Context: an optimization exercise on an open-source flow, tuned for small area, a short achievable clock period and few clock cycles per item. The choices shown serve that exercise and are no tape-out recipe. The RTL was checked by simulation tests, not by an equivalence proof against the original design.

harbor:
// cos_unit
module cos_unit (
    input  logic        clock,
    input  logic        arst_n,
    input  logic        clk_en,
    input  logic        start,
    input  logic [31:0] dataa,
    output logic [31:0] result,
    output logic        done
);
Size: roughly 140 flip-flops, roughly 69 I/O pins, about 18000 sq um of cells after synthesis.
export LEC_CHECK = 0
export ABC_AREA = 1
export CAP_MARGIN = 20
export CORE_MARGIN = 2
export CORE_UTILIZATION = 50
export SETUP_SLACK_MARGIN = 5.0
export SLEW_MARGIN = 20
export TNS_END_PERCENT = 100
create_clock -name core_clock -period 8.0 [get_ports {clock}]
standard.sh (not shown) runs the stock make flow with config.mk's settings and CLKGATE_MAP_FILE= SYNTH_SCRIPT=/design/flow/synth_recipe.tcl, a recipe that flattens the netlist after the stock synthesis.
==> flow/flow/run.sh <==
#!/bin/bash
# Standard layout, but the port buffers are buf_2 cells instead of the delay
# buffers buffer_ports picks by default. Full tool output goes to standard_flow.log.
set -euo pipefail
bash standard.sh "BUFFER_PORTS_ARGS=-buffer_cell sky130_fd_sc_hd__buf_2" finish > standard_flow.log 2>&1
harbor: all stages complete, timing, DRC and antenna checks passed
Testbench counts of harbor, summed over its fixed seeds: cycles 7,168, items 512.
The following lists how pepper was set up differently from harbor:
-- flow/config.mk --
<<< harbor, line 9
export CAP_MARGIN = 20
>>> pepper, line 9
export CAP_MARGIN = 5
<<< harbor, line 11
export CORE_UTILIZATION = 50
export SETUP_SLACK_MARGIN = 5.0
export SLEW_MARGIN = 20
>>> pepper, line 11
export CORE_UTILIZATION = 45
export SETUP_SLACK_MARGIN = 4.8
export SLEW_MARGIN = 5
Re share of synthesized cell area in and, or, nand and nor gates: no difference whatsoever between harbor and pepper.
The lower count of clock-buffer cells in the layout came out of pepper.
[compare] base=harbor new=pepper: non-clock buffer count -41%, maximum net fanout on the critical path -1, met1 usage in global routing +6.9 points.
Between harbor and pepper, minimum setup slack among reg-to-reg paths is lower for harbor, pepper comes in above that.
pepper: time the worst path needs with I/O delays and setup 0.20 ns below harbor
Later-pin clock latency in the skew report: harbor vs pepper — no meaningful difference
Measured against each other, harbor and pepper differ in die outline area, the lower figure coming from harbor.
### pepper -> willow
-- flow/config.mk --
<<< pepper, line 9
export CAP_MARGIN = 5
>>> willow, line 9
export CAP_MARGIN = 20
<<< pepper, line 13
export SLEW_MARGIN = 5
>>> willow, line 13
export SLEW_MARGIN = 20
### Flow results
- Comparing pepper against willow, there is no change at all in number of max-slew violations in the final report.

========
Another version of the RTL of cos_unit (not shown whole).
Size: ~3300 cells after synthesis, roughly 130 flip-flops, roughly 69 I/O pins, about 18000 sq um of cells after synthesis.
==> flow/design.v (excerpt) <==
module cos_unit (
    input  logic        clock,
    input  logic        arst_n,
    input  logic        clk_en,
    input  logic        start,
    input  logic [31:0] dataa,
    output logic [31:0] result,
    output logic        done
);
clock: 8.0 ns
lec_check: 0
abc_area: 1
cap_margin: 20
core_margin: 2
core_utilization: 45
setup_slack_margin: 4.8
slew_margin: 20
tns_end_percent: 50
Scripts as last shown in full above: flow/flow/run.sh
The starting point finished with timing, DRC and antenna clean.
Testbench counts at the start, summed over its fixed seeds: cycles 7,168, items 512.
Edit:
ABC_AREA = 0   (was 1)
SETUP_SLACK_MARGIN = 4.5   (was 4.8)
TNS_END_PERCENT = 100   (was 50)
Outcome: Wire length goes down by 12%; cell count shrinks by 30%; cell area grows by 1.7%; core utilization grows by 7.2 points; clock skew hardly moves.
Edit:
ABC_AREA = 1   (was 0)
CTS_BUF_LIST = sky130_fd_sc_hd__clkbuf_4 sky130_fd_sc_hd__clkbuf_8   (was default)
SETUP_SLACK_MARGIN = 4.8   (was 4.5)
Effect:
- routed wire length rises by about 14%
- via count rises by about 25%
- synthesized area rises by about 12%
- sequential share of layout area rises by 0.19 points
- final area falls by about 2%
- die area rises by 12%
- clock-buffer cell count rises by 1
- sequential cell count does not change
- non-clock buffer count falls by 141
- critical path depth rises by 4
Edit:
CTS_BUF_LIST = sky130_fd_sc_hd__clkbuf_8   (was sky130_fd_sc_hd__clkbuf_4 sky130_fd_sc_hd__clkbuf_8)
=> The changed run produced a clean layout; via count barely changes; fmax stays flat; cell count stays the same; die area is unchanged; global-route usage does not change.

========
== build 15 ==
Starting RTL as in the previous note.
clock: 8.0 ns
lec_check: 0
abc_area: 1
cap_margin: 20
core_margin: 2
core_utilization: 45
place_density: 0.72
setup_slack_margin: 4.8
slew_margin: 20
tns_end_percent: 100
Scripts as last shown in full above: flow/flow/run.sh
In summary, build 15 completed successfully, with a layout that passed the timing, design-rule and antenna checks.
Testbench counts of build 15, summed over its fixed seeds: cycles 7,168, items 512.
Input changes introduced in build 43 (baseline for comparison: build 15):
- a change of SETUP_SLACK_MARGIN from 4.8 to 4.9
- a deleted PLACE_DENSITY that had been 0.72
==> summary.txt <==
Build 43 vs build 15, multi-input combinational cell area went up by about 7%. First-pass GRT wire length in build 43 vs build 15: up 7800 um. On final worst slack, build 43 does better than build 15. met4 as the highest layer used for signal routing was reported by build 15, and met5 by build 43. The clock slew at the register clock pins of the worst setup and hold paths was comparable across build 15 and build 43. Comparing insertion delay of the later-clocked pin in the worst-skew pair for build 15 and build 43, the bigger number came from build 43. When the final numbers for build 15 and build 43 were put side by side, the post-route cell area turned out to be smaller in build 15. Diff build 15 -> build 43: worst slack on hold paths +0.023 ns, placed standard-cell area ~0 delta. Build 43 reports a higher area added between synthesis and finish than build 15 does.
#### Input delta (build 35 over build 43)
- changing SETUP_SLACK_MARGIN from 4.9 to 4.7
==> comparison <==
Wire length of the first global-routing pass in build 35 is 1200 um below build 43. For build 43, the end point of the critical path was cordic_rotator_inst.y[16], unlike build 35, where it was cordic_rotator_inst.z[17]. Build 35 against build 43: fraction of standard cell area in multi-input logic ~0 delta, sequential share of layout area shows an increase of 1.2 points, met1 usage in global routing has decreased. On build 35: measured slew at the worst slew-check pin is 0.028 ns higher than what build 43 gave. Going from build 43 to build 35, total number of vias lower.
> inputs changed (build 35 -> build 80)
- GPL_ROUTABILITY_DRIVEN now 0, previously not set
- SETUP_SLACK_MARGIN now 4.8, was 4.7
### Flow results
Build 80 finished every stage and its layout cleared the timing, design-rule and antenna checks.
Build 80 vs build 35 on post-CTS setup buffer count: build 80 is the higher one.
First-iteration DRC count was higher in build 80 than in build 35.
Build 35 was smaller in final cell area than build 80.
Row sequential cell area: build 80 lower / build 35 higher
Critical path launch point: cordic_rotator_inst.first -> build 80, cordic_rotator_inst.sel[6] -> build 35
Compared with build 35, build 80 shows a cell count that is about 0.45% higher.
Between build 35 and build 80, growth of design area from synthesis to finish is higher for build 80, build 35 comes in under that.
Comparing build 35 and build 80, share of the cycle needed by the critical path after routing is lower on build 80.
> inputs changed (build 80 -> build 39)
- a deleted GPL_ROUTABILITY_DRIVEN that had been 0
- a change of ABC_AREA from 1 to 0
### Flow results
Inserted tap cell count (build 39 / build 80): 0.878. Build 39 went all the way through synthesis, placement and routing and the layout is clean on timing, DRC and antenna. dfxtp_4 as the cell with the biggest individual delay on the critical path was reported by build 80, and mux4_2 by build 39. From build 80 to build 39 the numbers moved as follows: height of the die dropped 5.4%, proportion of synthesized area in mux cells climbed 11 points, post-route cell area climbed 1200 um^2, initial cell density of the core barely changed.
> inputs changed (build 39 -> build 86)
- TNS_END_PERCENT: 100 -> 20
- ABC_AREA: 0 -> 1
==> summary.txt <==
Build 86 ended up with cordic_rotator_inst.index[0] as its first element of the critical path; build 39 ended up with cordic_rotator_inst.index_n[0].
Uppermost metal layer occupied by signal nets: met4 -> build 39, met5 -> build 86
Build 86 ends up with lower share of the clock period used by the worst path than build 39 does.
Delta (build 86 minus build 39): number of cells on the critical path saw a decrease, number of antenna violations at the first check in global routing saw an increase, share of cell area taken by flip-flops and latches saw an increase.

==> what the ideal ports hide <==
The flow's constraints put no driver on any port. The routed layouts listed below were extracted and timed again, unchanged, in two steps.
Step 1, drivers: a clkbuf_16 drives clock and a buf_2 each remaining input, both assumed.
Step 2, shift: input delay + t, output delay - t, t = (earliest + latest rising clock arrival at the registers) / 2. This alone moves slack from input paths to output paths.
Three values: no drivers, after step 1, after step 2; two values: the first two.
run	t (ns)	setup WS [ns]	clock arrival spread, ns
harbor	0.538	4.712 / 4.712 / 4.437	0.017 / 0.017
pepper	0.530	4.912 / 4.875 / 4.419	0.017 / 0.017
willow	0.530	4.912 / 4.875 / 4.419	0.017 / 0.017
the first run of note 2	0.536	4.878 / 4.878 / 4.417	0.014 / 0.014
the second run of note 2	0.504	4.193 / 4.193 / 4.126	0.015 / 0.014
the third run of note 2	0.609	4.908 / 4.908 / 4.331	0.030 / 0.029
the fourth run of note 2	0.615	4.910 / 4.913 / 4.326	0.027 / 0.027
build 15	0.514	4.894 / 4.894 / 4.549	0.013 / 0.013
build 43	0.540	4.938 / 4.938 / 4.538	0.016 / 0.016
build 35	0.538	4.822 / 4.822 / 4.322	0.015 / 0.015
build 80	0.520	4.892 / 4.892 / 4.457	0.020 / 0.020
build 39	0.497	4.188 / 4.188 / 4.188	0.014 / 0.015
build 86	0.534	4.840 / 4.840 / 4.428	0.015 / 0.015
After both steps every run listed still meets setup and hold. The setup slack of the fourth run of note 2, which loses most, moves by +0.003 ns with the drivers and by -0.584 ns with both steps.
